Context: an optimization exercise on an open-source flow, tuned for small area, a short achievable clock period and few clock cycles per item. The choices shown serve that exercise and are no tape-out recipe.
Function was checked by simulation only, so behaviour that the tests miss may differ from the original.

==> flow/run.sh <==
#!/bin/bash
# synth_recipe.tcl (not shown) runs the flow's synth.tcl, then flattens the netlist and writes it again
# the make line also repeats each setting of config.mk as NAME=value (left out here)
make -C /OpenROAD-flow-scripts/flow DESIGN_CONFIG=/design/flow/config.mk WORK_HOME=/design/flow/orfs CLKGATE_MAP_FILE= SYNTH_SCRIPT=/design/flow/synth_recipe.tcl finish
==> flow/config.mk <==
export PLATFORM = sky130hd
export DESIGN_NAME = fx_dot2_top
export DESIGN_NICKNAME = fx_dot2_top
export VERILOG_FILES = /design/flow/design.v
export SDC_FILE = /design/flow/constraint.sdc
export NUM_CORES = 4
export LEC_CHECK = 0
export CAP_MARGIN = 20
export CORE_MARGIN = 2
export CORE_UTILIZATION = 40
export SLEW_MARGIN = 20
==> flow/constraint.sdc <==
create_clock -name core_clock -period 7.0 [get_ports {clk}]
set_input_delay 1.4000 -clock core_clock [delete_from_list [all_inputs] [get_ports {clk}]]
set_output_delay 1.4000 -clock core_clock [all_outputs]
set_load 0.01 [all_outputs]
==> flow/design.v <==
package fx_pkg;
    localparam int FX_WIDTH = 16;
    localparam int FX_QFRAC = 8;
    typedef enum logic {
        COMB_ADD = 1'b0,     
        COMB_SUB = 1'b1      
    } fx_comb_op_e;
endpackage
`timescale 1ns/1ps
module fx_mul (
    input  logic [15:0] a,
    input  logic [7:0]  bneg,     
    input  logic [7:0]  bone,     
    input  logic [7:0]  btwo,     
    output logic [23:0] x,
    output logic [23:0] y
);
    wire t0 = (((bone[0] & a[0]) | (btwo[0] & 1'b0)) ^ bneg[0]);
    wire t1 = (((bone[0] & a[1]) | (btwo[0] & a[0])) ^ bneg[0]);
    wire t2 = (((bone[0] & a[2]) | (btwo[0] & a[1])) ^ bneg[0]);
    wire t3 = (((bone[0] & a[3]) | (btwo[0] & a[2])) ^ bneg[0]);
    wire t4 = (((bone[0] & a[4]) | (btwo[0] & a[3])) ^ bneg[0]);
    wire t5 = (((bone[0] & a[5]) | (btwo[0] & a[4])) ^ bneg[0]);
    wire t6 = (((bone[0] & a[6]) | (btwo[0] & a[5])) ^ bneg[0]);
    wire t7 = (((bone[0] & a[7]) | (btwo[0] & a[6])) ^ bneg[0]);
    wire t8 = (((bone[0] & a[8]) | (btwo[0] & a[7])) ^ bneg[0]);
    wire t9 = (((bone[0] & a[9]) | (btwo[0] & a[8])) ^ bneg[0]);
    wire t10 = (((bone[0] & a[10]) | (btwo[0] & a[9])) ^ bneg[0]);
    wire t11 = (((bone[0] & a[11]) | (btwo[0] & a[10])) ^ bneg[0]);
    wire t12 = (((bone[0] & a[12]) | (btwo[0] & a[11])) ^ bneg[0]);
    wire t13 = (((bone[0] & a[13]) | (btwo[0] & a[12])) ^ bneg[0]);
    wire t14 = (((bone[0] & a[14]) | (btwo[0] & a[13])) ^ bneg[0]);
    wire t15 = (((bone[0] & a[15]) | (btwo[0] & a[14])) ^ bneg[0]);
    wire t16 = ~(((bone[0] & a[15]) | (btwo[0] & a[15])) ^ bneg[0]);
    wire t17 = (((bone[1] & a[0]) | (btwo[1] & 1'b0)) ^ bneg[1]);
    wire t18 = (((bone[1] & a[1]) | (btwo[1] & a[0])) ^ bneg[1]);
    wire t19 = (((bone[1] & a[2]) | (btwo[1] & a[1])) ^ bneg[1]);
    wire t20 = (((bone[1] & a[3]) | (btwo[1] & a[2])) ^ bneg[1]);
    wire t21 = (((bone[1] & a[4]) | (btwo[1] & a[3])) ^ bneg[1]);
    wire t22 = (((bone[1] & a[5]) | (btwo[1] & a[4])) ^ bneg[1]);
    wire t23 = (((bone[1] & a[6]) | (btwo[1] & a[5])) ^ bneg[1]);
    wire t24 = (((bone[1] & a[7]) | (btwo[1] & a[6])) ^ bneg[1]);
    wire t25 = (((bone[1] & a[8]) | (btwo[1] & a[7])) ^ bneg[1]);
    wire t26 = (((bone[1] & a[9]) | (btwo[1] & a[8])) ^ bneg[1]);
    wire t27 = (((bone[1] & a[10]) | (btwo[1] & a[9])) ^ bneg[1]);
    wire t28 = (((bone[1] & a[11]) | (btwo[1] & a[10])) ^ bneg[1]);
    wire t29 = (((bone[1] & a[12]) | (btwo[1] & a[11])) ^ bneg[1]);
    wire t30 = (((bone[1] & a[13]) | (btwo[1] & a[12])) ^ bneg[1]);
    wire t31 = (((bone[1] & a[14]) | (btwo[1] & a[13])) ^ bneg[1]);
    wire t32 = (((bone[1] & a[15]) | (btwo[1] & a[14])) ^ bneg[1]);
    wire t33 = ~(((bone[1] & a[15]) | (btwo[1] & a[15])) ^ bneg[1]);
    wire t34 = (((bone[2] & a[0]) | (btwo[2] & 1'b0)) ^ bneg[2]);
    wire t35 = (((bone[2] & a[1]) | (btwo[2] & a[0])) ^ bneg[2]);
    wire t36 = (((bone[2] & a[2]) | (btwo[2] & a[1])) ^ bneg[2]);
    wire t37 = (((bone[2] & a[3]) | (btwo[2] & a[2])) ^ bneg[2]);
    wire t38 = (((bone[2] & a[4]) | (btwo[2] & a[3])) ^ bneg[2]);
    wire t39 = (((bone[2] & a[5]) | (btwo[2] & a[4])) ^ bneg[2]);
    wire t40 = (((bone[2] & a[6]) | (btwo[2] & a[5])) ^ bneg[2]);
    wire t41 = (((bone[2] & a[7]) | (btwo[2] & a[6])) ^ bneg[2]);
    wire t42 = (((bone[2] & a[8]) | (btwo[2] & a[7])) ^ bneg[2]);
    wire t43 = (((bone[2] & a[9]) | (btwo[2] & a[8])) ^ bneg[2]);
    wire t44 = (((bone[2] & a[10]) | (btwo[2] & a[9])) ^ bneg[2]);
    wire t45 = (((bone[2] & a[11]) | (btwo[2] & a[10])) ^ bneg[2]);
    wire t46 = (((bone[2] & a[12]) | (btwo[2] & a[11])) ^ bneg[2]);
    wire t47 = (((bone[2] & a[13]) | (btwo[2] & a[12])) ^ bneg[2]);
    wire t48 = (((bone[2] & a[14]) | (btwo[2] & a[13])) ^ bneg[2]);
    wire t49 = (((bone[2] & a[15]) | (btwo[2] & a[14])) ^ bneg[2]);
    wire t50 = ~(((bone[2] & a[15]) | (btwo[2] & a[15])) ^ bneg[2]);
    wire t51 = (((bone[3] & a[0]) | (btwo[3] & 1'b0)) ^ bneg[3]);
    wire t52 = (((bone[3] & a[1]) | (btwo[3] & a[0])) ^ bneg[3]);
    wire t53 = (((bone[3] & a[2]) | (btwo[3] & a[1])) ^ bneg[3]);
    wire t54 = (((bone[3] & a[3]) | (btwo[3] & a[2])) ^ bneg[3]);
    wire t55 = (((bone[3] & a[4]) | (btwo[3] & a[3])) ^ bneg[3]);
    wire t56 = (((bone[3] & a[5]) | (btwo[3] & a[4])) ^ bneg[3]);
    wire t57 = (((bone[3] & a[6]) | (btwo[3] & a[5])) ^ bneg[3]);
    wire t58 = (((bone[3] & a[7]) | (btwo[3] & a[6])) ^ bneg[3]);
    wire t59 = (((bone[3] & a[8]) | (btwo[3] & a[7])) ^ bneg[3]);
    wire t60 = (((bone[3] & a[9]) | (btwo[3] & a[8])) ^ bneg[3]);
    wire t61 = (((bone[3] & a[10]) | (btwo[3] & a[9])) ^ bneg[3]);
    wire t62 = (((bone[3] & a[11]) | (btwo[3] & a[10])) ^ bneg[3]);
    wire t63 = (((bone[3] & a[12]) | (btwo[3] & a[11])) ^ bneg[3]);
    wire t64 = (((bone[3] & a[13]) | (btwo[3] & a[12])) ^ bneg[3]);
    wire t65 = (((bone[3] & a[14]) | (btwo[3] & a[13])) ^ bneg[3]);
    wire t66 = (((bone[3] & a[15]) | (btwo[3] & a[14])) ^ bneg[3]);
    wire t67 = ~(((bone[3] & a[15]) | (btwo[3] & a[15])) ^ bneg[3]);
    wire t68 = (((bone[4] & a[0]) | (btwo[4] & 1'b0)) ^ bneg[4]);
    wire t69 = (((bone[4] & a[1]) | (btwo[4] & a[0])) ^ bneg[4]);
    wire t70 = (((bone[4] & a[2]) | (btwo[4] & a[1])) ^ bneg[4]);
    wire t71 = (((bone[4] & a[3]) | (btwo[4] & a[2])) ^ bneg[4]);
    wire t72 = (((bone[4] & a[4]) | (btwo[4] & a[3])) ^ bneg[4]);
    wire t73 = (((bone[4] & a[5]) | (btwo[4] & a[4])) ^ bneg[4]);
    wire t74 = (((bone[4] & a[6]) | (btwo[4] & a[5])) ^ bneg[4]);
    wire t75 = (((bone[4] & a[7]) | (btwo[4] & a[6])) ^ bneg[4]);
    wire t76 = (((bone[4] & a[8]) | (btwo[4] & a[7])) ^ bneg[4]);
    wire t77 = (((bone[4] & a[9]) | (btwo[4] & a[8])) ^ bneg[4]);
    wire t78 = (((bone[4] & a[10]) | (btwo[4] & a[9])) ^ bneg[4]);
    wire t79 = (((bone[4] & a[11]) | (btwo[4] & a[10])) ^ bneg[4]);
    wire t80 = (((bone[4] & a[12]) | (btwo[4] & a[11])) ^ bneg[4]);
    wire t81 = (((bone[4] & a[13]) | (btwo[4] & a[12])) ^ bneg[4]);
    wire t82 = (((bone[4] & a[14]) | (btwo[4] & a[13])) ^ bneg[4]);
    wire t83 = (((bone[4] & a[15]) | (btwo[4] & a[14])) ^ bneg[4]);
    wire t84 = (((bone[5] & a[0]) | (btwo[5] & 1'b0)) ^ bneg[5]);
    wire t85 = (((bone[5] & a[1]) | (btwo[5] & a[0])) ^ bneg[5]);
    wire t86 = (((bone[5] & a[2]) | (btwo[5] & a[1])) ^ bneg[5]);
    wire t87 = (((bone[5] & a[3]) | (btwo[5] & a[2])) ^ bneg[5]);
    wire t88 = (((bone[5] & a[4]) | (btwo[5] & a[3])) ^ bneg[5]);
    wire t89 = (((bone[5] & a[5]) | (btwo[5] & a[4])) ^ bneg[5]);
    wire t90 = (((bone[5] & a[6]) | (btwo[5] & a[5])) ^ bneg[5]);
    wire t91 = (((bone[5] & a[7]) | (btwo[5] & a[6])) ^ bneg[5]);
    wire t92 = (((bone[5] & a[8]) | (btwo[5] & a[7])) ^ bneg[5]);
    wire t93 = (((bone[5] & a[9]) | (btwo[5] & a[8])) ^ bneg[5]);
    wire t94 = (((bone[5] & a[10]) | (btwo[5] & a[9])) ^ bneg[5]);
    wire t95 = (((bone[5] & a[11]) | (btwo[5] & a[10])) ^ bneg[5]);
    wire t96 = (((bone[5] & a[12]) | (btwo[5] & a[11])) ^ bneg[5]);
    wire t97 = (((bone[5] & a[13]) | (btwo[5] & a[12])) ^ bneg[5]);
    wire t98 = (((bone[6] & a[0]) | (btwo[6] & 1'b0)) ^ bneg[6]);
    wire t99 = (((bone[6] & a[1]) | (btwo[6] & a[0])) ^ bneg[6]);
    wire t100 = (((bone[6] & a[2]) | (btwo[6] & a[1])) ^ bneg[6]);
    wire t101 = (((bone[6] & a[3]) | (btwo[6] & a[2])) ^ bneg[6]);
    wire t102 = (((bone[6] & a[4]) | (btwo[6] & a[3])) ^ bneg[6]);
    wire t103 = (((bone[6] & a[5]) | (btwo[6] & a[4])) ^ bneg[6]);
    wire t104 = (((bone[6] & a[6]) | (btwo[6] & a[5])) ^ bneg[6]);
    wire t105 = (((bone[6] & a[7]) | (btwo[6] & a[6])) ^ bneg[6]);
    wire t106 = (((bone[6] & a[8]) | (btwo[6] & a[7])) ^ bneg[6]);
    wire t107 = (((bone[6] & a[9]) | (btwo[6] & a[8])) ^ bneg[6]);
    wire t108 = (((bone[6] & a[10]) | (btwo[6] & a[9])) ^ bneg[6]);
    wire t109 = (((bone[6] & a[11]) | (btwo[6] & a[10])) ^ bneg[6]);
    wire t110 = (((bone[7] & a[0]) | (btwo[7] & 1'b0)) ^ bneg[7]);
    wire t111 = (((bone[7] & a[1]) | (btwo[7] & a[0])) ^ bneg[7]);
    wire t112 = (((bone[7] & a[2]) | (btwo[7] & a[1])) ^ bneg[7]);
    wire t113 = (((bone[7] & a[3]) | (btwo[7] & a[2])) ^ bneg[7]);
    wire t114 = (((bone[7] & a[4]) | (btwo[7] & a[3])) ^ bneg[7]);
    wire t115 = (((bone[7] & a[5]) | (btwo[7] & a[4])) ^ bneg[7]);
    wire t116 = (((bone[7] & a[6]) | (btwo[7] & a[5])) ^ bneg[7]);
    wire t117 = (((bone[7] & a[7]) | (btwo[7] & a[6])) ^ bneg[7]);
    wire t118 = (((bone[7] & a[8]) | (btwo[7] & a[7])) ^ bneg[7]);
    wire t119 = (((bone[7] & a[9]) | (btwo[7] & a[8])) ^ bneg[7]);
    wire t120 = bneg[5] ^ t10;
    wire t121 = bneg[5] & t10;
    wire t122 = t11 ^ t26;
    wire t123 = t11 & t26;
    wire t124 = bneg[6] ^ t12 ^ t27;
    wire t125 = (bneg[6] & t12) | (bneg[6] & t27) | (t12 & t27);
    wire t126 = t42 ^ t57;
    wire t127 = t42 & t57;
    wire t128 = t13 ^ t28 ^ t43;
    wire t129 = (t13 & t28) | (t13 & t43) | (t28 & t43);
    wire t130 = t58 ^ t73;
    wire t131 = t58 & t73;
    wire t132 = bneg[7] ^ t14 ^ t29;
    wire t133 = (bneg[7] & t14) | (bneg[7] & t29) | (t14 & t29);
    wire t134 = t44 ^ t59 ^ t74;
    wire t135 = (t44 & t59) | (t44 & t74) | (t59 & t74);
    wire t136 = t88 ^ t100;
    wire t137 = t88 & t100;
    wire t138 = t15 ^ t30 ^ t45;
    wire t139 = (t15 & t30) | (t15 & t45) | (t30 & t45);
    wire t140 = t60 ^ t75 ^ t89;
    wire t141 = (t60 & t75) | (t60 & t89) | (t75 & t89);
    wire t142 = t101 ^ t111;
    wire t143 = t101 & t111;
    wire t144 = 1'b1 ^ t16 ^ t31;
    wire t145 = (1'b1 & t16) | (1'b1 & t31) | (t16 & t31);
    wire t146 = t46 ^ t61 ^ t76;
    wire t147 = (t46 & t61) | (t46 & t76) | (t61 & t76);
    wire t148 = t90 ^ t102 ^ t112;
    wire t149 = (t90 & t102) | (t90 & t112) | (t102 & t112);
    wire t150 = 1'b1 ^ t32 ^ t47;
    wire t151 = (1'b1 & t32) | (1'b1 & t47) | (t32 & t47);
    wire t152 = t62 ^ t77 ^ t91;
    wire t153 = (t62 & t77) | (t62 & t91) | (t77 & t91);
    wire t154 = t103 ^ t113;
    wire t155 = t103 & t113;
    wire t156 = t33 ^ t48 ^ t63;
    wire t157 = (t33 & t48) | (t33 & t63) | (t48 & t63);
    wire t158 = t78 ^ t92 ^ t104;
    wire t159 = (t78 & t92) | (t78 & t104) | (t92 & t104);
    wire t160 = 1'b1 ^ t49 ^ t64;
    wire t161 = (1'b1 & t49) | (1'b1 & t64) | (t49 & t64);
    wire t162 = t79 ^ t93;
    wire t163 = t79 & t93;
    wire t164 = t50 ^ t65 ^ t80;
    wire t165 = (t50 & t65) | (t50 & t80) | (t65 & t80);
    wire t166 = 1'b1 ^ t66;
    wire t167 = 1'b1 & t66;
    wire t168 = bneg[3] ^ t6;
    wire t169 = bneg[3] & t6;
    wire t170 = 1'b1 ^ t7 ^ t22;
    wire t171 = (1'b1 & t7) | (1'b1 & t22) | (t7 & t22);
    wire t172 = bneg[4] ^ t8 ^ t23;
    wire t173 = (bneg[4] & t8) | (bneg[4] & t23) | (t8 & t23);
    wire t174 = t38 ^ t53;
    wire t175 = t38 & t53;
    wire t176 = t9 ^ t24 ^ t39;
    wire t177 = (t9 & t24) | (t9 & t39) | (t24 & t39);
    wire t178 = t54 ^ t69;
    wire t179 = t54 & t69;
    wire t180 = t25 ^ t40 ^ t55;
    wire t181 = (t25 & t40) | (t25 & t55) | (t40 & t55);
    wire t182 = t70 ^ t84 ^ t120;
    wire t183 = (t70 & t84) | (t70 & t120) | (t84 & t120);
    wire t184 = t41 ^ t56 ^ t71;
    wire t185 = (t41 & t56) | (t41 & t71) | (t56 & t71);
    wire t186 = t85 ^ t121 ^ t122;
    wire t187 = (t85 & t121) | (t85 & t122) | (t121 & t122);
    wire t188 = t72 ^ t86 ^ t98;
    wire t189 = (t72 & t86) | (t72 & t98) | (t86 & t98);
    wire t190 = t123 ^ t126 ^ t124;
    wire t191 = (t123 & t126) | (t123 & t124) | (t126 & t124);
    wire t192 = t87 ^ t99 ^ t127;
    wire t193 = (t87 & t99) | (t87 & t127) | (t99 & t127);
    wire t194 = t130 ^ t125 ^ t128;
    wire t195 = (t130 & t125) | (t130 & t128) | (t125 & t128);
    wire t196 = t110 ^ t131 ^ t136;
    wire t197 = (t110 & t131) | (t110 & t136) | (t131 & t136);
    wire t198 = t129 ^ t132 ^ t134;
    wire t199 = (t129 & t132) | (t129 & t134) | (t132 & t134);
    wire t200 = t137 ^ t142 ^ t133;
    wire t201 = (t137 & t142) | (t137 & t133) | (t142 & t133);
    wire t202 = t135 ^ t138 ^ t140;
    wire t203 = (t135 & t138) | (t135 & t140) | (t138 & t140);
    wire t204 = t143 ^ t139 ^ t141;
    wire t205 = (t143 & t139) | (t143 & t141) | (t139 & t141);
    wire t206 = t144 ^ t146 ^ t148;
    wire t207 = (t144 & t146) | (t144 & t148) | (t146 & t148);
    wire t208 = t154 ^ t145 ^ t147;
    wire t209 = (t154 & t145) | (t154 & t147) | (t145 & t147);
    wire t210 = t149 ^ t150 ^ t152;
    wire t211 = (t149 & t150) | (t149 & t152) | (t150 & t152);
    wire t212 = t114 ^ t155 ^ t151;
    wire t213 = (t114 & t155) | (t114 & t151) | (t155 & t151);
    wire t214 = t153 ^ t156 ^ t158;
    wire t215 = (t153 & t156) | (t153 & t158) | (t156 & t158);
    wire t216 = t105 ^ t115 ^ t162;
    wire t217 = (t105 & t115) | (t105 & t162) | (t115 & t162);
    wire t218 = t157 ^ t159 ^ t160;
    wire t219 = (t157 & t159) | (t157 & t160) | (t159 & t160);
    wire t220 = t94 ^ t106 ^ t116;
    wire t221 = (t94 & t106) | (t94 & t116) | (t106 & t116);
    wire t222 = t163 ^ t161 ^ t164;
    wire t223 = (t163 & t161) | (t163 & t164) | (t161 & t164);
    wire t224 = t81 ^ t95 ^ t107;
    wire t225 = (t81 & t95) | (t81 & t107) | (t95 & t107);
    wire t226 = t117 ^ t166 ^ t165;
    wire t227 = (t117 & t166) | (t117 & t165) | (t166 & t165);
    wire t228 = t67 ^ t82 ^ t96;
    wire t229 = (t67 & t82) | (t67 & t96) | (t82 & t96);
    wire t230 = t108 ^ t118 ^ t167;
    wire t231 = (t108 & t118) | (t108 & t167) | (t118 & t167);
    wire t232 = 1'b1 ^ t83 ^ t97;
    wire t233 = (1'b1 & t83) | (1'b1 & t97) | (t83 & t97);
    wire t234 = t109 ^ t119;
    wire t235 = t109 & t119;
    wire t236 = bneg[2] ^ t4;
    wire t237 = bneg[2] & t4;
    wire t238 = t5 ^ t20;
    wire t239 = t5 & t20;
    wire t240 = t21 ^ t36 ^ t51;
    wire t241 = (t21 & t36) | (t21 & t51) | (t36 & t51);
    wire t242 = t37 ^ t52 ^ t169;
    wire t243 = (t37 & t52) | (t37 & t169) | (t52 & t169);
    wire t244 = t68 ^ t174 ^ t171;
    wire t245 = (t68 & t174) | (t68 & t171) | (t174 & t171);
    wire t246 = t175 ^ t178 ^ t173;
    wire t247 = (t175 & t178) | (t175 & t173) | (t178 & t173);
    wire t248 = t179 ^ t177 ^ t180;
    wire t249 = (t179 & t177) | (t179 & t180) | (t177 & t180);
    wire t250 = t181 ^ t184 ^ t183;
    wire t251 = (t181 & t184) | (t181 & t183) | (t184 & t183);
    wire t252 = t185 ^ t188 ^ t187;
    wire t253 = (t185 & t188) | (t185 & t187) | (t188 & t187);
    wire t254 = t189 ^ t192 ^ t191;
    wire t255 = (t189 & t192) | (t189 & t191) | (t192 & t191);
    wire t256 = t193 ^ t196 ^ t195;
    wire t257 = (t193 & t196) | (t193 & t195) | (t196 & t195);
    wire t258 = t197 ^ t199 ^ t200;
    wire t259 = (t197 & t199) | (t197 & t200) | (t199 & t200);
    wire t260 = t201 ^ t203 ^ t204;
    wire t261 = (t201 & t203) | (t201 & t204) | (t203 & t204);
    wire t262 = t205 ^ t207 ^ t208;
    wire t263 = (t205 & t207) | (t205 & t208) | (t207 & t208);
    wire t264 = t209 ^ t211 ^ t212;
    wire t265 = (t209 & t211) | (t209 & t212) | (t211 & t212);
    wire t266 = t213 ^ t216 ^ t215;
    wire t267 = (t213 & t216) | (t213 & t215) | (t216 & t215);
    wire t268 = t220 ^ t217 ^ t219;
    wire t269 = (t220 & t217) | (t220 & t219) | (t217 & t219);
    wire t270 = t221 ^ t224 ^ t223;
    wire t271 = (t221 & t224) | (t221 & t223) | (t224 & t223);
    wire t272 = t225 ^ t228 ^ t230;
    wire t273 = (t225 & t228) | (t225 & t230) | (t228 & t230);
    wire t274 = t234 ^ t229 ^ t232;
    wire t275 = (t234 & t229) | (t234 & t232) | (t229 & t232);
    wire t276 = bneg[1] ^ t2;
    wire t277 = bneg[1] & t2;
    wire t278 = t3 ^ t18;
    wire t279 = t3 & t18;
    wire t280 = t19 ^ t34 ^ t236;
    wire t281 = (t19 & t34) | (t19 & t236) | (t34 & t236);
    wire t282 = t35 ^ t237 ^ t238;
    wire t283 = (t35 & t237) | (t35 & t238) | (t237 & t238);
    wire t284 = t239 ^ t168 ^ t240;
    wire t285 = (t239 & t168) | (t239 & t240) | (t168 & t240);
    wire t286 = t241 ^ t170 ^ t242;
    wire t287 = (t241 & t170) | (t241 & t242) | (t170 & t242);
    wire t288 = t172 ^ t243 ^ t244;
    wire t289 = (t172 & t243) | (t172 & t244) | (t243 & t244);
    wire t290 = t176 ^ t245 ^ t246;
    wire t291 = (t176 & t245) | (t176 & t246) | (t245 & t246);
    wire t292 = t247 ^ t182 ^ t248;
    wire t293 = (t247 & t182) | (t247 & t248) | (t182 & t248);
    wire t294 = t186 ^ t249 ^ t250;
    wire t295 = (t186 & t249) | (t186 & t250) | (t249 & t250);
    wire t296 = t190 ^ t251 ^ t252;
    wire t297 = (t190 & t251) | (t190 & t252) | (t251 & t252);
    wire t298 = t194 ^ t253 ^ t254;
    wire t299 = (t194 & t253) | (t194 & t254) | (t253 & t254);
    wire t300 = t198 ^ t255 ^ t256;
    wire t301 = (t198 & t255) | (t198 & t256) | (t255 & t256);
    wire t302 = t202 ^ t257 ^ t258;
    wire t303 = (t202 & t257) | (t202 & t258) | (t257 & t258);
    wire t304 = t206 ^ t259 ^ t260;
    wire t305 = (t206 & t259) | (t206 & t260) | (t259 & t260);
    wire t306 = t210 ^ t261 ^ t262;
    wire t307 = (t210 & t261) | (t210 & t262) | (t261 & t262);
    wire t308 = t214 ^ t263 ^ t264;
    wire t309 = (t214 & t263) | (t214 & t264) | (t263 & t264);
    wire t310 = t218 ^ t265 ^ t266;
    wire t311 = (t218 & t265) | (t218 & t266) | (t265 & t266);
    wire t312 = t222 ^ t267 ^ t268;
    wire t313 = (t222 & t267) | (t222 & t268) | (t267 & t268);
    wire t314 = t226 ^ t269 ^ t270;
    wire t315 = (t226 & t269) | (t226 & t270) | (t269 & t270);
    wire t316 = t227 ^ t272 ^ t271;
    wire t317 = (t227 & t272) | (t227 & t271) | (t272 & t271);
    wire t318 = t231 ^ t274 ^ t273;
    wire t319 = (t231 & t274) | (t231 & t273) | (t274 & t273);
    assign x = {t317, t315, t313, t311, t309, t307, t305, t303, t301, t299, t297, t295, t293, t291, t289, t287, t285, t283, t281, t279, t277, t276, t1, bneg[0]};
    assign y = {t318, t316, t314, t312, t310, t308, t306, t304, t302, t300, t298, t296, t294, t292, t290, t288, t286, t284, t282, t280, t278, t17, 1'b0, t0};
endmodule
module fx_booth_enc (
    input  logic [15:0] b,
    output logic [7:0]  bneg,
    output logic [7:0]  bone,
    output logic [7:0]  btwo
);
    logic [16:0] bx;
    assign bx = {b, 1'b0};
    always_comb begin
        for (int i = 0; i < 8; i++) begin
            bneg[i] = bx[2*i+2];
            bone[i] = bx[2*i+1] ^ bx[2*i];
            btwo[i] = (bx[2*i+2] & ~bx[2*i+1] & ~bx[2*i]) | (~bx[2*i+2] & bx[2*i+1] & bx[2*i]);
        end
    end
endmodule
`timescale 1ns/1ps
module fx_comb (
    input  logic        mode,     
    input  logic [23:0] x0,
    input  logic [23:0] y0,
    input  logic [23:0] x1,
    input  logic [23:0] y1,
    output logic [15:0] u,
    output logic [15:0] v,
    output logic        s0,       
    output logic        s1,       
    output logic [1:0]  st,       
    output logic [1:0]  sg,       
    output logic [1:0]  sp,       
    output logic [1:0]  sc        
);
    logic [8:0]  lo0, lo1;
    logic [23:0] f0, f1;
    assign lo0 = {1'b0, x0[7:0]} + {1'b0, y0[7:0]};
    assign lo1 = {1'b0, x1[7:0]} + {1'b0, y1[7:0]};
    wire c0 = lo0[8];
    wire c1 = lo1[8];
    assign f0 = x0 + y0;
    assign f1 = x1 + y1;
    assign s0 = f0[23];
    assign s1 = f1[23] ^ mode;
    logic [16:0] m0, m1;
    logic [7:0]  h0, h1;
    assign m0 = {1'b0, x0[15:0]} + {1'b0, y0[15:0]};
    assign m1 = {1'b0, x1[15:0]} + {1'b0, y1[15:0]};
    assign h0 = {1'b0, x0[22:16]} + {1'b0, y0[22:16]};
    assign h1 = {1'b0, x1[22:16]} + {1'b0, y1[22:16]};
    assign st = {x1[23] ^ y1[23] ^ mode, x0[23] ^ y0[23]};
    assign sg = {h1[7], h0[7]};
    assign sp = {&(x1[22:16] ^ y1[22:16]), &(x0[22:16] ^ y0[22:16])};
    assign sc = {m1[16], m0[16]};
    wire k0 = x0[8] ^ y0[8];
    wire k1 = x0[8] & y0[8];
    wire k2 = (x1[8] ^ mode) ^ (y1[8] ^ mode) ^ c0;
    wire k3 = ((x1[8] ^ mode) & (y1[8] ^ mode)) | ((x1[8] ^ mode) & c0) | ((y1[8] ^ mode) & c0);
    wire k4 = x0[9] ^ y0[9] ^ (x1[9] ^ mode);
    wire k5 = (x0[9] & y0[9]) | (x0[9] & (x1[9] ^ mode)) | (y0[9] & (x1[9] ^ mode));
    wire k6 = x0[10] ^ y0[10];
    wire k7 = x0[10] & y0[10];
    wire k8 = x0[11] ^ y0[11];
    wire k9 = x0[11] & y0[11];
    wire k10 = x0[12] ^ y0[12];
    wire k11 = x0[12] & y0[12];
    wire k12 = x0[13] ^ y0[13];
    wire k13 = x0[13] & y0[13];
    wire k14 = x0[14] ^ y0[14];
    wire k15 = x0[14] & y0[14];
    wire k16 = x0[15] ^ y0[15];
    wire k17 = x0[15] & y0[15];
    wire k18 = x0[16] ^ y0[16];
    wire k19 = x0[16] & y0[16];
    wire k20 = x0[17] ^ y0[17];
    wire k21 = x0[17] & y0[17];
    wire k22 = x0[18] ^ y0[18];
    wire k23 = x0[18] & y0[18];
    wire k24 = x0[19] ^ y0[19];
    wire k25 = x0[19] & y0[19];
    wire k26 = x0[20] ^ y0[20];
    wire k27 = x0[20] & y0[20];
    wire k28 = x0[21] ^ y0[21];
    wire k29 = x0[21] & y0[21];
    wire k30 = x0[22] ^ y0[22];
    wire k31 = x0[22] & y0[22];
    wire k32 = x0[23] ^ y0[23];
    wire k33 = x0[23] & y0[23];
    wire k34 = (c1 ^ mode) ^ mode;
    wire k35 = (c1 ^ mode) & mode;
    wire k36 = (y1[9] ^ mode) ^ k1 ^ k3;
    wire k37 = ((y1[9] ^ mode) & k1) | ((y1[9] ^ mode) & k3) | (k1 & k3);
    wire k38 = (x1[10] ^ mode) ^ (y1[10] ^ mode) ^ k6;
    wire k39 = ((x1[10] ^ mode) & (y1[10] ^ mode)) | ((x1[10] ^ mode) & k6) | ((y1[10] ^ mode) & k6);
    wire k40 = (x1[11] ^ mode) ^ (y1[11] ^ mode) ^ k7;
    wire k41 = ((x1[11] ^ mode) & (y1[11] ^ mode)) | ((x1[11] ^ mode) & k7) | ((y1[11] ^ mode) & k7);
    wire k42 = (x1[12] ^ mode) ^ (y1[12] ^ mode) ^ k9;
    wire k43 = ((x1[12] ^ mode) & (y1[12] ^ mode)) | ((x1[12] ^ mode) & k9) | ((y1[12] ^ mode) & k9);
    wire k44 = (x1[13] ^ mode) ^ (y1[13] ^ mode) ^ k11;
    wire k45 = ((x1[13] ^ mode) & (y1[13] ^ mode)) | ((x1[13] ^ mode) & k11) | ((y1[13] ^ mode) & k11);
    wire k46 = (x1[14] ^ mode) ^ (y1[14] ^ mode) ^ k13;
    wire k47 = ((x1[14] ^ mode) & (y1[14] ^ mode)) | ((x1[14] ^ mode) & k13) | ((y1[14] ^ mode) & k13);
    wire k48 = (x1[15] ^ mode) ^ (y1[15] ^ mode) ^ k15;
    wire k49 = ((x1[15] ^ mode) & (y1[15] ^ mode)) | ((x1[15] ^ mode) & k15) | ((y1[15] ^ mode) & k15);
    wire k50 = (x1[16] ^ mode) ^ (y1[16] ^ mode) ^ k17;
    wire k51 = ((x1[16] ^ mode) & (y1[16] ^ mode)) | ((x1[16] ^ mode) & k17) | ((y1[16] ^ mode) & k17);
    wire k52 = (x1[17] ^ mode) ^ (y1[17] ^ mode) ^ k19;
    wire k53 = ((x1[17] ^ mode) & (y1[17] ^ mode)) | ((x1[17] ^ mode) & k19) | ((y1[17] ^ mode) & k19);
    wire k54 = (x1[18] ^ mode) ^ (y1[18] ^ mode) ^ k21;
    wire k55 = ((x1[18] ^ mode) & (y1[18] ^ mode)) | ((x1[18] ^ mode) & k21) | ((y1[18] ^ mode) & k21);
    wire k56 = (x1[19] ^ mode) ^ (y1[19] ^ mode) ^ k23;
    wire k57 = ((x1[19] ^ mode) & (y1[19] ^ mode)) | ((x1[19] ^ mode) & k23) | ((y1[19] ^ mode) & k23);
    wire k58 = (x1[20] ^ mode) ^ (y1[20] ^ mode) ^ k25;
    wire k59 = ((x1[20] ^ mode) & (y1[20] ^ mode)) | ((x1[20] ^ mode) & k25) | ((y1[20] ^ mode) & k25);
    wire k60 = (x1[21] ^ mode) ^ (y1[21] ^ mode) ^ k27;
    wire k61 = ((x1[21] ^ mode) & (y1[21] ^ mode)) | ((x1[21] ^ mode) & k27) | ((y1[21] ^ mode) & k27);
    wire k62 = (x1[22] ^ mode) ^ (y1[22] ^ mode) ^ k29;
    wire k63 = ((x1[22] ^ mode) & (y1[22] ^ mode)) | ((x1[22] ^ mode) & k29) | ((y1[22] ^ mode) & k29);
    wire k64 = (x1[23] ^ mode) ^ (y1[23] ^ mode) ^ k31;
    wire k65 = ((x1[23] ^ mode) & (y1[23] ^ mode)) | ((x1[23] ^ mode) & k31) | ((y1[23] ^ mode) & k31);
    wire k66 = k34 ^ k0;
    wire k67 = k34 & k0;
    wire k68 = k35 ^ k4 ^ k36;
    wire k69 = (k35 & k4) | (k35 & k36) | (k4 & k36);
    wire k70 = k5 ^ k37 ^ k38;
    wire k71 = (k5 & k37) | (k5 & k38) | (k37 & k38);
    wire k72 = k8 ^ k40 ^ k39;
    wire k73 = (k8 & k40) | (k8 & k39) | (k40 & k39);
    wire k74 = k10 ^ k41 ^ k42;
    wire k75 = (k10 & k41) | (k10 & k42) | (k41 & k42);
    wire k76 = k12 ^ k43 ^ k44;
    wire k77 = (k12 & k43) | (k12 & k44) | (k43 & k44);
    wire k78 = k14 ^ k45 ^ k46;
    wire k79 = (k14 & k45) | (k14 & k46) | (k45 & k46);
    wire k80 = k16 ^ k47 ^ k48;
    wire k81 = (k16 & k47) | (k16 & k48) | (k47 & k48);
    wire k82 = k18 ^ k49 ^ k50;
    wire k83 = (k18 & k49) | (k18 & k50) | (k49 & k50);
    wire k84 = k20 ^ k51 ^ k52;
    wire k85 = (k20 & k51) | (k20 & k52) | (k51 & k52);
    wire k86 = k22 ^ k53 ^ k54;
    wire k87 = (k22 & k53) | (k22 & k54) | (k53 & k54);
    wire k88 = k24 ^ k55 ^ k56;
    wire k89 = (k24 & k55) | (k24 & k56) | (k55 & k56);
    wire k90 = k26 ^ k57 ^ k58;
    wire k91 = (k26 & k57) | (k26 & k58) | (k57 & k58);
    wire k92 = k28 ^ k59 ^ k60;
    wire k93 = (k28 & k59) | (k28 & k60) | (k59 & k60);
    wire k94 = k30 ^ k61 ^ k62;
    wire k95 = (k30 & k61) | (k30 & k62) | (k61 & k62);
    wire k96 = k32 ^ k63 ^ k64;
    wire k97 = (k32 & k63) | (k32 & k64) | (k63 & k64);
    assign u = {k95, k93, k91, k89, k87, k85, k83, k81, k79, k77, k75, k73, k71, k69, k67, k66};
    assign v = {k96, k94, k92, k90, k88, k86, k84, k82, k80, k78, k76, k74, k72, k70, k68, k2};
endmodule
`timescale 1ns/1ps
module fx_sum_sat (
    input  logic [15:0] u,
    input  logic [15:0] v,
    input  logic        s0,       
    input  logic        s1,       
    output logic [15:0] result,
    output logic        sat
);
    logic [15:0] sum;
    assign sum = u + v;
    assign sat    = (s0 == s1) && (sum[15] != s0);
    assign result = sat ? {s0, {15{~s0}}} : sum;
endmodule
`timescale 1ns/1ps
module fx_dot2_top (
    input  logic        clk,
    input  logic        rst_n,
    input  logic        mode,     
    input  logic        valid_in,
    output logic        ready_out,
    input  logic [15:0] a0,
    input  logic [15:0] b0,
    input  logic [15:0] a1,
    input  logic [15:0] b1,
    output logic        valid_out,
    input  logic        ready_in,
    output logic [15:0] result,
    output logic        sat
);
    logic adv, in_en, valid_x;
    assign adv       = !valid_out || ready_in;
    assign in_en     = adv || !valid_x;
    assign ready_out = in_en;
    always_ff @(posedge clk or negedge rst_n) begin
        if (!rst_n) begin
            valid_x   <= 1'b0;
            valid_out <= 1'b0;
        end else begin
            if (in_en)
                valid_x <= valid_in;
            if (adv)
                valid_out <= valid_x;
        end
    end
    logic [7:0]  bn0, bo0, bt0, bn1, bo1, bt1;
    fx_booth_enc lane0_enc_i (.b(b0), .bneg(bn0), .bone(bo0), .btwo(bt0));
    fx_booth_enc lane1_enc_i (.b(b1), .bneg(bn1), .bone(bo1), .btwo(bt1));
    logic [15:0] a0_q, a1_q;
    logic [7:0]  bn0_q, bo0_q, bt0_q, bn1_q, bo1_q, bt1_q;
    logic        mode_q;
    always_ff @(posedge clk) begin
        if (in_en) begin
            a0_q   <= a0;
            a1_q   <= a1;
            bn0_q  <= bn0;
            bo0_q  <= bo0;
            bt0_q  <= bt0;
            bn1_q  <= bn1;
            bo1_q  <= bo1;
            bt1_q  <= bt1;
            mode_q <= mode;
        end
    end
    logic [23:0] x0, y0, x1, y1;
    fx_mul lane0_mul_i (.a(a0_q), .bneg(bn0_q), .bone(bo0_q), .btwo(bt0_q), .x(x0), .y(y0));
    fx_mul lane1_mul_i (.a(a1_q), .bneg(bn1_q), .bone(bo1_q), .btwo(bt1_q), .x(x1), .y(y1));
    logic [15:0] u, v;
    logic        s0, s1;
    logic [1:0]  st, sg, sp, sc;
    fx_comb comb_i (.mode(mode_q), .x0(x0), .y0(y0), .x1(x1), .y1(y1), .u(u), .v(v), .s0(s0), .s1(s1),
                    .st(st), .sg(sg), .sp(sp), .sc(sc));
    logic [15:0] u_q, v_q;
    logic [1:0]  st_q, sg_q, sp_q, sc_q;
    always_ff @(posedge clk) begin
        if (adv) begin
            u_q  <= u;
            v_q  <= v;
            st_q <= st;
            sg_q <= sg;
            sp_q <= sp;
            sc_q <= sc;
        end
    end
    logic [1:0] sgn;
    assign sgn = st_q ^ (sg_q | (sp_q & sc_q));
    fx_sum_sat sum_i (.u(u_q), .v(v_q), .s0(sgn[0]), .s1(sgn[1]), .result(result), .sat(sat));
endmodule
==> summary.txt, run 1 <==
Clocking
  • Hold_buf cts: 0
  • Clock tree from TritonCTS: done
  • Longest Clk Path Bufs: 2
  • Maximum level of the CTS H-tree: 4
  • Number of buffers added for setup after CTS: 0
  • Number of instances resized during post-cts repair: 0
  • Number of sinks handled by clock tree synthesis: 123
  • Worst-Skew Late Latency: 0.44 ns
  • Cell at the root of the clock tree: sky130_fd_sc_hd__clkbuf_16
  • Number of CTS-inserted buffers: 17
  • Clock edge transition at the registers on the reported setup and hold paths: 0.06 ns

Job
  • Max-capacitance violation count: 0

Die
  • Effective utilization at floorplan: 40.8%
  • I/O pin total: 88
  • Chip Height: 203 um
  • Die outline width: 203 um
  • Die outline area: 41300 um^2
  • Number of rows in the core area: 72
  • Std-Cell Core Area: 38900 um^2

Synthesis
  • Share of Yosys cell area claimed by the top area cell type: 23.1%
  • Most frequent cells after synthesis: sky130_fd_sc_hd__inv_1 (245), sky130_fd_sc_hd__a22oi_1 (216), sky130_fd_sc_hd__xnor2_1 (189), sky130_fd_sc_hd__fa_1 (183), sky130_fd_sc_hd__xor2_1 (124)
  • Number of storage elements in the synthesis netlist: 123
  • Most area-hungry cell type in the Yosys netlist: sky130_fd_sc_hd__fa_1
  • Warning count from the yosys run: 2
  • Post-synthesis average cell area: 10.2 um^2
  • Total standard cell area after synthesis: 15900 um^2
  • Total nets after synthesis: 1901
  • Most used DFF post-synth: sky130_fd_sc_hd__edfxtp_1
  • Biggest area contributors in the synthesized netlist: sky130_fd_sc_hd__fa_1 (23%), sky130_fd_sc_hd__edfxtp_1 (23%), sky130_fd_sc_hd__xnor2_1 (10%), sky130_fd_sc_hd__a22oi_1 (10%), sky130_fd_sc_hd__ha_1 (7.6%)
  • Count leader, synth: sky130_fd_sc_hd__inv_1
  • Distinct cell type count of the synthesized netlist: 60
  • Number of enable-type register cells in the synthesized netlist: 121
  • Post-Syn Instances: 1552
  • Sequential cell area fraction in the yosys report: 23.2%
  • Fraction of registers with async set/reset: 1.63%

Global routing
  • Maximum number of pins on one net before global-route repair: 44
  • Number of antenna violations at the first check in global routing: 0
  • Vias in the first global route: 11262
  • GRT Residual Overflow: 0
  • First-pass GRT wire length: 60800 um
  • Global routing usage summed across all routing layers: 18.7%

Finish
  • Layout overhead on the synthesized area: 10.0%
  • Fraction of final layout cells with drive strength greater than 1: 3.55%
  • Core Util, Final: 44.8%
  • Layout fillers: 3723
  • Fin nets: 1886
  • Antenna diode instance count: 0

Drt
  • Count of nets left with antenna violations after detail routing: 0
  • First-pass DRT Iterations: 6
  • Wire length per cell: 17.8 um
  • First DRT Iteration DRCs: 854
  • Total vias in the final route: 10939
  • Post-detailed-routing wire length: 36700 um
  • DRC viols: 0
  • Vias per cell: 5.29

Setup path
  • CP Data Required Time: 5.60 ns
  • Peak fanout along the critical path: 18
  • Worst setup EP type: output pin
  • Critical setup path kind: reg -> out
  • Crit path arrival time: 3.52 ns
  • Slowest stage cell on the critical path: sky130_fd_sc_hd__clkdlybuf4s50_1
  • Startpoint types: register
  • Chain of cells forming the critical path: ha_1, a21oi_1, o21ai_1, o31ai_2, a21oi_4, xnor2_4, o221ai_1, a22oi_1, clkdlybuf4s50_1
  • Peak per-stage delay on the critical path: 0.57 ns

STA
  • Final clock period utilization by the worst path: 70.2%
  • Clock period minus final worst setup slack: 4.92 ns
  • Final clock skew: 0.0111 ns
  • Final-layout setup total negative slack: 0 ns
  • Normalized max-slew margin: 31.9%
  • Hold violation count in the final report: 0
  • Highest Clock Rate: 203 MHz
  • Slew Limit Fails: 0
  • Min Hold Slack: 0.471 ns
  • Worst-case setup margin in the final layout: 2.08 ns
  • Transition time of the tightest slew-check pin: 1.02 ns
  • Total setup violations reported at the end of the flow: 0
  • Setup repair after global routing missed its margin: false

Placement
  • Worst setup timing slack at the placement stage: 2.22 ns
  • Placed wire-length estimate: 28600 um
  • Routability-driven placement congestion ratio: 0.868
  • Port bufs: 87

Min path
  • Hold Crit Class: reg -> reg

Run status
  • Run status: finished clean
-- cells by family (layout without fill, tap and decap cells) --
family,after synthesis,count (layout),share of synthesized area (%)
simple gates,120,120,3.88
buf+inv,373,369,9.16
mux,1,1,0.0631
xor+xnor,314,314,17.5
compound gates,340,340,15.4
flops,123,123,23.2
fa+ha+maj,281,281,30.8
-- path summary, 6_finish.rpt --
kind                       slack (ns)     start  cells past startpoint         end
setup / recovery                 2.08   v_q[14]                      9  result[14]
hold / removal                   0.47   valid_x                      1   valid_out
setup reg to reg                 2.22  bn1_q[2]                     12      v_q[6]
hold reg to reg                  0.47   valid_x                      1   valid_out
max in group asynchronous        5.75     rst_n                      1   valid_out
min in group asynchronous        1.12     rst_n                      1     valid_x
-- cell type report --
cell class              count  area [um^2]  area share, %
multi-input cells        1056        10700           61.5
flip-flops and latches    123         3680           21.1
inverters                 249          935           5.36
repair buffers             90          893           5.12
well taps                 518          648           3.71
clock buffers              18          429           2.46
clock inverters            12          125          0.717
-- critical path: cells and delay by family (launching register included) --
family	cells	cell delay, ns
AO/OA/AOI/OAI	6	1.16
buffers and inverters	1	0.57
XOR/XNOR	1	0.47
flip-flops	1	0.45
adder cells (fa/ha/maj)	1	0.43
-- sequential cells by signal, summed over array words and instances (netlist names) --
register and cells:
a0_q 16, a1_q 16, u_q 16, v_q 16, bn0_q 8, bn1_q 8, bo0_q 8, bo1_q 8
bt0_q 8, bt1_q 8, sc_q 2, sg_q 2, sp_q 2, st_q 2, mode_q 1, valid_out 1
valid_x 1
-- metal layers --
layer / part of all wire, % / vias to the layer above / wire (um) / GRT usage, %
li1: - / 5132 / - / -
met1: 45 / 5422 / 16600 / 26.5
met2: 47 / 337 / 17400 / 29.8
met3: 5.4 / 48 / 1970 / 2.70
met4: 2.0 / 0 / 740 / 5.97
met5: 0 / - / 0 / 0
-- cells in the final DEF (no fill, tap or decap), types with 3 or more instances in the layout --
| cell type | count |
|---|---|
| sky130_fd_sc_hd__ha_1 | 97 |
| sky130_fd_sc_hd__a22oi_1 | 216 |
| sky130_fd_sc_hd__nand3b_1 | 15 |
| sky130_fd_sc_hd__a31oi_1 | 4 |
| sky130_fd_sc_hd__inv_2 | 3 |
| sky130_fd_sc_hd__o21ai_0 | 43 |
| sky130_fd_sc_hd__o31ai_2 | 3 |
| sky130_fd_sc_hd__a21oi_4 | 3 |
| sky130_fd_sc_hd__fa_1 | 183 |
| sky130_fd_sc_hd__nor2b_1 | 4 |
| sky130_fd_sc_hd__xnor2_1 | 189 |
| sky130_fd_sc_hd__a21oi_1 | 25 |
| sky130_fd_sc_hd__edfxtp_1 | 121 |
| sky130_fd_sc_hd__clkbuf_16 | 17 |
| sky130_fd_sc_hd__nand3_1 | 6 |
| sky130_fd_sc_hd__xor2_1 | 123 |
| sky130_fd_sc_hd__clkdlybuf4s50_1 | 87 |
| sky130_fd_sc_hd__o21a_1 | 6 |
| sky130_fd_sc_hd__nor2_1 | 25 |
| sky130_fd_sc_hd__nand2b_1 | 18 |
| sky130_fd_sc_hd__a21o_1 | 8 |
| sky130_fd_sc_hd__nand4_1 | 6 |
| sky130_fd_sc_hd__o21ai_1 | 4 |
| sky130_fd_sc_hd__clkinv_2 | 5 |
| sky130_fd_sc_hd__buf_4 | 3 |
| sky130_fd_sc_hd__clkinvlp_4 | 3 |
| sky130_fd_sc_hd__o211ai_1 | 3 |
| sky130_fd_sc_hd__nand2_1 | 35 |
| sky130_fd_sc_hd__inv_1 | 245 |
-- per-stage QoR --
stage	cell area, um^2	instances
floorplan	15900	1552
global placement	16900	2036
detailed placement	16900	2036
CTS	17400	2066
global route	17500	2066
finish	17500	2066
Testbench counts, summed over its fixed seeds: cycles 4,128, items 4,096.
==> run 2: changes to the inputs <==
==> flow/flow/run.sh (new file) <==
#!/bin/bash
# The standard layout with two changes:
#  - between synthesis and floorplan, fainv.py chooses the polarity of every full adder (and
#    of gates that have an inverting twin) so that fewer inverters sit between them; registers,
#    ports and the function are unchanged;
#  - every port still gets its buffer, but a buf_4 rather than the default pick.
# Each tool's output goes to its own log here.
set -euo pipefail
R="$PWD/orfs/results/$FLOW_PLATFORM/fx_dot2_top/base"
bash standard.sh "$R/1_2_yosys.v" > synth.log 2>&1
cp "$R/1_2_yosys.v" "$R/1_2_yosys.std.v"
python3 flow/fainv.py "$R/1_2_yosys.std.v" "$R/1_2_yosys.v" > fainv.log 2>&1
bash standard.sh finish "BUFFER_PORTS_ARGS=-buffer_cell sky130_fd_sc_hd__buf_4" > layout.log 2>&1
==> flow/flow/fainv.py (new file) <==
#!/usr/bin/env python3
"""Remove inverters around full-adder cells in a Yosys gate netlist.

A full adder is self-dual: with all three inputs complemented it gives both outputs
complemented. Yosys's adder extraction picks each adder's polarity on its own and puts
inverters between adders; this script chooses the polarities again so that as few signals
as possible need an inverter, and rewrites the netlist. The function is unchanged.
usage: fainv.py IN.v OUT.v
"""
import os
import re
import sys

INV = "sky130_fd_sc_hd__inv_"
FA = "sky130_fd_sc_hd__fa_"
OUTPINS = {"X", "Y", "Q", "Q_N", "SUM", "COUT", "HI", "LO"}

LIBF = os.path.join(os.environ.get("FLOW_HOME", "/OpenROAD-flow-scripts/flow"), "platforms/sky130hd/lib/sky130_fd_sc_hd__tt_025C_1v80.lib")
PAIRS = """and2 nand2, or2 nor2, and3 nand3, or3 nor3, and4 nand4, or4 nor4, xor2 xnor2,
a21o a21oi, o21a o21ai, a22o a22oi, o22a o22ai, a211o a211oi, o211a o211ai, a31o a31oi,
o31a o31ai, a32o a32oi, a221o a221oi, o221a o221ai, a311o a311oi, o311a o311ai, a41o a41oi,
o41a o41ai, a2111o a2111oi, o2111a o2111ai, and2b nand2b, or2b nor2b, and3b nand3b,
or3b nor3b, and4b nand4b, or4b nor4b, and4bb nand4bb, or4bb nor4bb, mux2 mux2i, xor3 xnor3,
a21bo a21boi, o21ba o21bai, a2bb2o a2bb2oi, o2bb2a o2bb2ai"""
LIBCELLS = set(re.findall(r'cell \("?sky130_fd_sc_hd__(\w+?)"?\)', open(LIBF).read()))
TWIN = {}
for pair in PAIRS.replace("\n", " ").split(","):
    pos, neg = pair.split()
    for x, y in ((pos, neg), (neg, pos)):
        for c in LIBCELLS:
            m = re.fullmatch(re.escape(x) + r"_(\d+)", c)
            if not m:
                continue
            sizes = sorted(int(z.group(1)) for z in (re.fullmatch(re.escape(y) + r"_(\d+)", d) for d in LIBCELLS) if z)
            if not sizes:
                continue
            want = int(m.group(1))
            got = want if want in sizes else min(sizes, key=lambda k: (abs(k - want), k))
            TWIN["sky130_fd_sc_hd__" + c] = "sky130_fd_sc_hd__" + f"{y}_{got}"

src = open(sys.argv[1]).read()
mod_start = src.index("module ")
body_end = src.rindex("endmodule")

cell_re = re.compile(r"^  (sky130_fd_sc_hd__\w+) (\S+) +\(\n(.*?)\n  \);\n", re.S | re.M)
pin_re = re.compile(r"^    \.(\w+)\((.*)\),?$")

cells = []
spans = []
for m in cell_re.finditer(src):
    pins = []
    for line in m.group(3).split("\n"):
        pm = pin_re.match(line)
        assert pm, line
        pins.append([pm.group(1), pm.group(2).strip()])
    cells.append({"type": m.group(1), "name": m.group(2), "pins": pins})
    spans.append((m.start(), m.end()))

# output ports
ports_out = set()
hdr = src[mod_start:src.index(");", mod_start)]
for m in re.finditer(r"^\s*output\s+(\[\d+:\d+\]\s+)?(\S+?);", src[mod_start:body_end], re.M):
    rng, nm = m.group(1), m.group(2)
    if rng:
        hi, lo = map(int, re.findall(r"\d+", rng))
        for i in range(min(hi, lo), max(hi, lo) + 1):
            ports_out.add(f"{nm}[{i}]")
    else:
        ports_out.add(nm)

# assigns would complicate the picture: refuse them
assert not re.search(r"^\s*assign ", src[mod_start:body_end], re.M), "netlist has assigns"

driver = {}
for ci, c in enumerate(cells):
    for p, n in c["pins"]:
        if p in OUTPINS:
            driver[n] = ci


def is_inv(ci):
    return cells[ci]["type"].startswith(INV)


def pin(c, p):
    for q, n in c["pins"]:
        if q == p:
            return n


# base signal and polarity of each net
memo = {}


def base(n):
    if n in memo:
        return memo[n]
    ci = driver.get(n)
    if ci is not None and is_inv(ci):
        b, pol = base(pin(cells[ci], "A"))
        r = (b, pol ^ 1)
    else:
        r = (n, 0)
    memo[n] = r
    return r


fas = [ci for ci, c in enumerate(cells) if c["type"].startswith(FA)]
isfa = set(fas)
twins = [ci for ci, c in enumerate(cells) if c["type"] in TWIN]
flip = {ci: 0 for ci in fas + twins}

# consumers of each base: list of (cell index or port, required polarity relative to base before flips)
cons = {}
for ci, c in enumerate(cells):
    if is_inv(ci):
        continue
    for p, n in c["pins"]:
        if p in OUTPINS or n.startswith("1'") or n.startswith("0'"):
            continue
        b, pol = base(n)
        cons.setdefault(b, []).append((ci, pol))
for n in ports_out:
    b, pol = base(n)
    cons.setdefault(b, []).append((-1, pol))


def avail(b):
    ci = driver.get(b)
    return flip.get(ci, 0) if ci is not None else 0


def cost(b):
    a = avail(b)
    return int(any((pol ^ (flip[ci] if ci in isfa else 0)) != a for ci, pol in cons.get(b, [])))


def touched(ci):
    c = cells[ci]
    bs = set()
    for p, n in c["pins"]:
        if p in OUTPINS:
            bs.add(n)
        elif ci in isfa and not n.startswith("1'"):
            bs.add(base(n)[0])
    return bs


before = sum(cost(b) for b in cons)
changed = True
rounds = 0
while changed and rounds < 50:
    changed = False
    rounds += 1
    for ci in fas + twins:
        bs = touched(ci)
        c0 = sum(cost(b) for b in bs)
        flip[ci] ^= 1
        c1 = sum(cost(b) for b in bs)
        if c1 < c0:
            changed = True
        else:
            flip[ci] ^= 1
after = sum(cost(b) for b in cons)
ninv = sum(1 for ci in range(len(cells)) if is_inv(ci))

# names for (base, polarity): prefer existing nets, ports first
names = {}
for n in list(memo.keys()) + list(ports_out):
    b, pol = base(n)
    key = (b, pol)
    if n in ports_out:
        assert key not in names or names[key] not in ports_out or names[key] == n, f"two ports for {key}"
        names[key] = n
    else:
        names.setdefault(key, n)
newwires = []


def name(b, pol):
    key = (b, pol)
    if key not in names:
        nm = f"_fainv{len(newwires)}_"
        newwires.append(nm)
        names[key] = nm
    return names[key]


out_cells = []
for ci, c in enumerate(cells):
    if is_inv(ci):
        continue
    f = flip.get(ci, 0) if ci in isfa else 0
    typ = c["type"]
    tw = flip.get(ci, 0) and ci not in isfa
    if tw:
        typ = TWIN[typ]
    pins = []
    for p, n in c["pins"]:
        if p in OUTPINS:
            q = {"X": "Y", "Y": "X"}[p] if tw else p
            pins.append((q, name(n, avail(n))))
        elif n.startswith("1'") or n.startswith("0'"):
            if f:
                n = {"1'h0": "1'h1", "1'h1": "1'h0", "1'b0": "1'b1", "1'b1": "1'b0"}[n]
            pins.append((p, n))
        else:
            b, pol = base(n)
            pins.append((p, name(b, pol ^ f)))
    out_cells.append((typ, c["name"], pins))

# one inverter per base signal whose consumers need the other polarity
k = 0
for b in cons:
    a = avail(b)
    need = set()
    for ci, pol in cons[b]:
        need.add(pol ^ (flip[ci] if ci in isfa else 0))
    if (1 - a) in need:
        out_cells.append(("sky130_fd_sc_hd__inv_1", f"_fainv_cell{k}_",
                          [("A", name(b, a)), ("Y", name(b, 1 - a))]))
        k += 1

# every (base, pol) name in use must be driven: a name driven nowhere means a port fed
# straight from another port or constant, which this script does not handle
def esc(n):
    return n + " " if n.startswith("\\") else n


text = []
for t, nm, pins in out_cells:
    text.append(f"  {t} {esc(nm)} (\n" + ",\n".join(f"    .{p}({esc(n)})" for p, n in pins) + "\n  );\n")

for (s0, e0), (s1, e1) in zip(spans, spans[1:]):
    assert src[e0:s1].strip() == "", "text between cells: " + src[e0:s1][:200]
first = spans[0][0]
last = spans[-1][1]
decl = "".join(f"  wire {w};\n" for w in newwires)
res = src[:first] + decl + "".join(text) + src[last:]
open(sys.argv[2], "w").write(res)
print(f"fainv: {len(fas)} full adders, {len(twins)} gates with a twin, {sum(flip.values())} flipped, inverters {ninv} -> {k}"
      f" (signals needing one: {before} -> {after})", file=sys.stderr)
==> flow/standard.sh (new file) <==
#!/bin/bash
# synth_recipe.tcl (not shown) runs the flow's synth.tcl, then flattens the netlist and writes it again
# the make line also repeats each setting of config.mk as NAME=value (left out here)
make -C /OpenROAD-flow-scripts/flow DESIGN_CONFIG=/design/flow/config.mk WORK_HOME=/design/flow/orfs CLKGATE_MAP_FILE= SYNTH_SCRIPT=/design/flow/synth_recipe.tcl "${@:-finish}"
removed: flow/run.sh
==> summary.txt, run 2 <==
Finish
  • Leading cell types in the layout, fill and taps excluded: sky130_fd_sc_hd__a22oi_1 (216), sky130_fd_sc_hd__xnor2_1 (197), sky130_fd_sc_hd__fa_1 (183) (was sky130_fd_sc_hd__inv_1 (245), sky130_fd_sc_hd__a22oi_1 (216), sky130_fd_sc_hd__xnor2_1 (189))
  • Final Non-Filler Cells: 1911 (was 2066)
  • Fin nets: 1736 (was 1886)
  • Post-route cell area: 16700 um^2 (was 17500 um^2)
  • Layout fillers: 3562 (was 3723)
  • Commonest non-fill, non-tap cell in the layout: sky130_fd_sc_hd__a22oi_1 (was sky130_fd_sc_hd__inv_1)
  • Fraction of final layout cells with drive strength greater than 1: 10.1% (was 3.55%)
  • Antenna diode instance count: 0 (unchanged)
  • Layout overhead on the synthesized area: 8.83% (was 10.0%)

Setup path
  • Peak fanout along the critical path: 11 (was 18)
  • CP Data Required Time: 7.17 ns (was 5.60 ns)
  • Critical setup path kind: reg -> reg (was reg -> out)
  • Crit path arrival time: 5.04 ns (was 3.52 ns)
  • Worst setup EP type: register (was output pin)
  • Startpoint types: register (unchanged)

STA
  • Total setup violations reported at the end of the flow: 0 (unchanged)
  • Normalized max-slew margin: 29.4% (was 31.9%)
  • Final clock skew: 0.0106 ns (was 0.0111 ns)
  • Hold violation count in the final report: 0 (unchanged)
  • Highest Clock Rate: 206 MHz (was 203 MHz)
  • Slew Limit Fails: 0 (unchanged)
  • Clock period minus final worst setup slack: 4.86 ns (was 4.92 ns)
  • Setup repair after global routing missed its margin: false (unchanged)
  • Transition time of the tightest slew-check pin: 1.06 ns (was 1.02 ns)
  • Final-layout setup total negative slack: 0 ns (unchanged)
  • Final clock period utilization by the worst path: 69.5% (was 70.2%)

Placement
  • Port bufs: 87 (unchanged)
  • Routability-driven placement congestion ratio: 0.876 (was 0.868)
  • Placed wire-length estimate: 27900 um (was 28600 um)
  • Cell Count Post-Placement: 1879 (was 2036)
  • Placed cell area: 16100 um^2 (was 16900 um^2)

Global routing
  • Global routing usage summed across all routing layers: 18.8% (was 18.7%)
  • Number of antenna violations at the first check in global routing: 0 (unchanged)
  • GRT Residual Overflow: 0 (unchanged)
  • Maximum number of pins on one net before global-route repair: 60 (was 44)
  • First-pass GRT wire length: 58100 um (was 60800 um)
  • Vias in the first global route: 10559 (was 11262)

Synthesis
  • Warning count from the yosys run: 2 (unchanged)
  • Total standard cell area after synthesis: 15300 um^2 (was 15900 um^2)
  • Post-Syn Instances: 1402 (was 1552)
  • Post-synthesis average cell area: 10.9 um^2 (was 10.2 um^2)
  • Total nets after synthesis: 1751 (was 1901)

Die
  • Chip Height: 200 um (was 203 um)
  • Effective utilization at floorplan: 40.6% (was 40.8%)
  • I/O pin total: 88 (unchanged)
  • Std-Cell Core Area: 37700 um^2 (was 38900 um^2)
  • Die outline width: 200 um (was 203 um)
  • Die outline area: 39800 um^2 (was 41300 um^2)
  • Number of rows in the core area: 71 (was 72)

Clocking
  • Hold_buf cts: 0 (unchanged)
  • Clock edge transition at the registers on the reported setup and hold paths: 0.06 ns (about the same)
  • Worst-Skew Late Latency: 0.44 ns (about the same)
  • Number of sinks handled by clock tree synthesis: 123 (unchanged)
  • Cell at the root of the clock tree: sky130_fd_sc_hd__clkbuf_16 (unchanged)
  • Number of buffers added for setup after CTS: 0 (unchanged)
  • Maximum level of the CTS H-tree: 4 (unchanged)
  • Longest Clk Path Bufs: 2 (unchanged)
  • Number of CTS-inserted buffers: 17 (unchanged)
  • Clock tree from TritonCTS: done (unchanged)
  • Number of instances resized during post-cts repair: 0 (unchanged)

Job
  • Max-capacitance violation count: 0 (unchanged)

Drt
  • Total vias in the final route: 10439 (was 10939)
  • Count of nets left with antenna violations after detail routing: 0 (unchanged)
  • DRC viols: 0 (unchanged)
  • Post-detailed-routing wire length: 36000 um (was 36700 um)
  • First DRT Iteration DRCs: 800 (was 854)
  • First-pass DRT Iterations: 5 (was 6)
  • Wire length per cell: 18.9 um (was 17.8 um)
  • Vias per cell: 5.46 (was 5.29)

Run status
  • Run status: finished clean (unchanged)

Min path
  • Hold Crit Class: reg -> reg (unchanged)
## run 2: path summary, 6_finish.rpt
kind                            depth (start not counted)   endpoint     start  slack (ns)
worst min register to register                          1  valid_out   valid_x        0.47
min in group asynchronous                               1  valid_out     rst_n        0.74
max in group asynchronous                               1    valid_x     rst_n        6.18
worst min-delay path                                    1  valid_out   valid_x        0.47
worst max-delay path                                   11    v_q[11]  bn1_q[4]        2.14
worst max register to register                         11    v_q[11]  bn1_q[4]        2.14
## run 2: final cells by class
cell class              count  area (um^2)  area share, %
multi-input cells        1056        10700           64.5
flip-flops and latches    123         3680           22.1
repair buffers             90          676           4.06
well taps                 511          639           3.84
clock buffers              18          429           2.58
inverters                  99          372           2.23
clock inverters            14          115          0.691
## run 2: stage by stage
| stage | hold slack (ns) | util (%) | setup slack, ns |
|---|---|---|---|
| 2_1_floorplan | 0.435 | - | 2.23 |
| 3_3_place_gp | 0.447 | 42.7 | 2.25 |
| 3_5_place_dp | 0.455 | 42.7 | 2.19 |
| 4_1_cts | 0.472 | 44.2 | 2.18 |
| 5_1_grt | 0.500 | 44.2 | 1.98 |
| 6_report | 0.465 | 44.2 | 2.14 |
## run 2: metal layers
metal	global-route usage [%]	vias to the layer above	share of wire, %
met5	0	-	0
met4	6.53	0	2.8
met3	3.17	57	5.5
met2	29.8	340	46
met1	26.1	5208	45
li1	-	4834	-
## run 2: worst max-delay path, stage by stage (launching register included)
cell                       delay (ns)
sky130_fd_sc_hd__edfxtp_1        0.78
sky130_fd_sc_hd__inv_1           0.42
sky130_fd_sc_hd__xnor2_1         0.28
sky130_fd_sc_hd__fa_1            0.56
sky130_fd_sc_hd__inv_1           0.05
sky130_fd_sc_hd__fa_1            0.40
sky130_fd_sc_hd__fa_1            0.46
sky130_fd_sc_hd__fa_1            0.52
sky130_fd_sc_hd__inv_1           0.06
sky130_fd_sc_hd__xnor2_1         0.18
sky130_fd_sc_hd__fa_1            0.45
sky130_fd_sc_hd__fa_1            0.44

separate check: timing with driven ports:
The results above use ideal ports. As a check the final layouts listed here were re-extracted and re-timed, cells and wires unchanged. Step 1 sets driving cells, clkbuf_16 on the clock port and buf_2 on the other inputs (assumed; they add their load-dependent delay and slew). Step 2 times the ports against the registers' clock, not the clock port: input delays grow and output delays shrink by t, the midpoint of the rising clock arrivals with the driver on. a / b / c = ideal ports / drivers / drivers and shift; a / b = the first two.
run	shift t [ns]	slack for setup (ns)	worst setup path after step 2	clock arrival spread, ns	worst slew at a driven data input, ns
run 1	0.488	2.084 / 2.034 / 2.224	register to register	0.012 / 0.011	0.05
run 2	0.484	2.135 / 2.135 / 2.135	register to register	0.012 / 0.011	0.06
After both steps setup and hold are still met in every run listed.
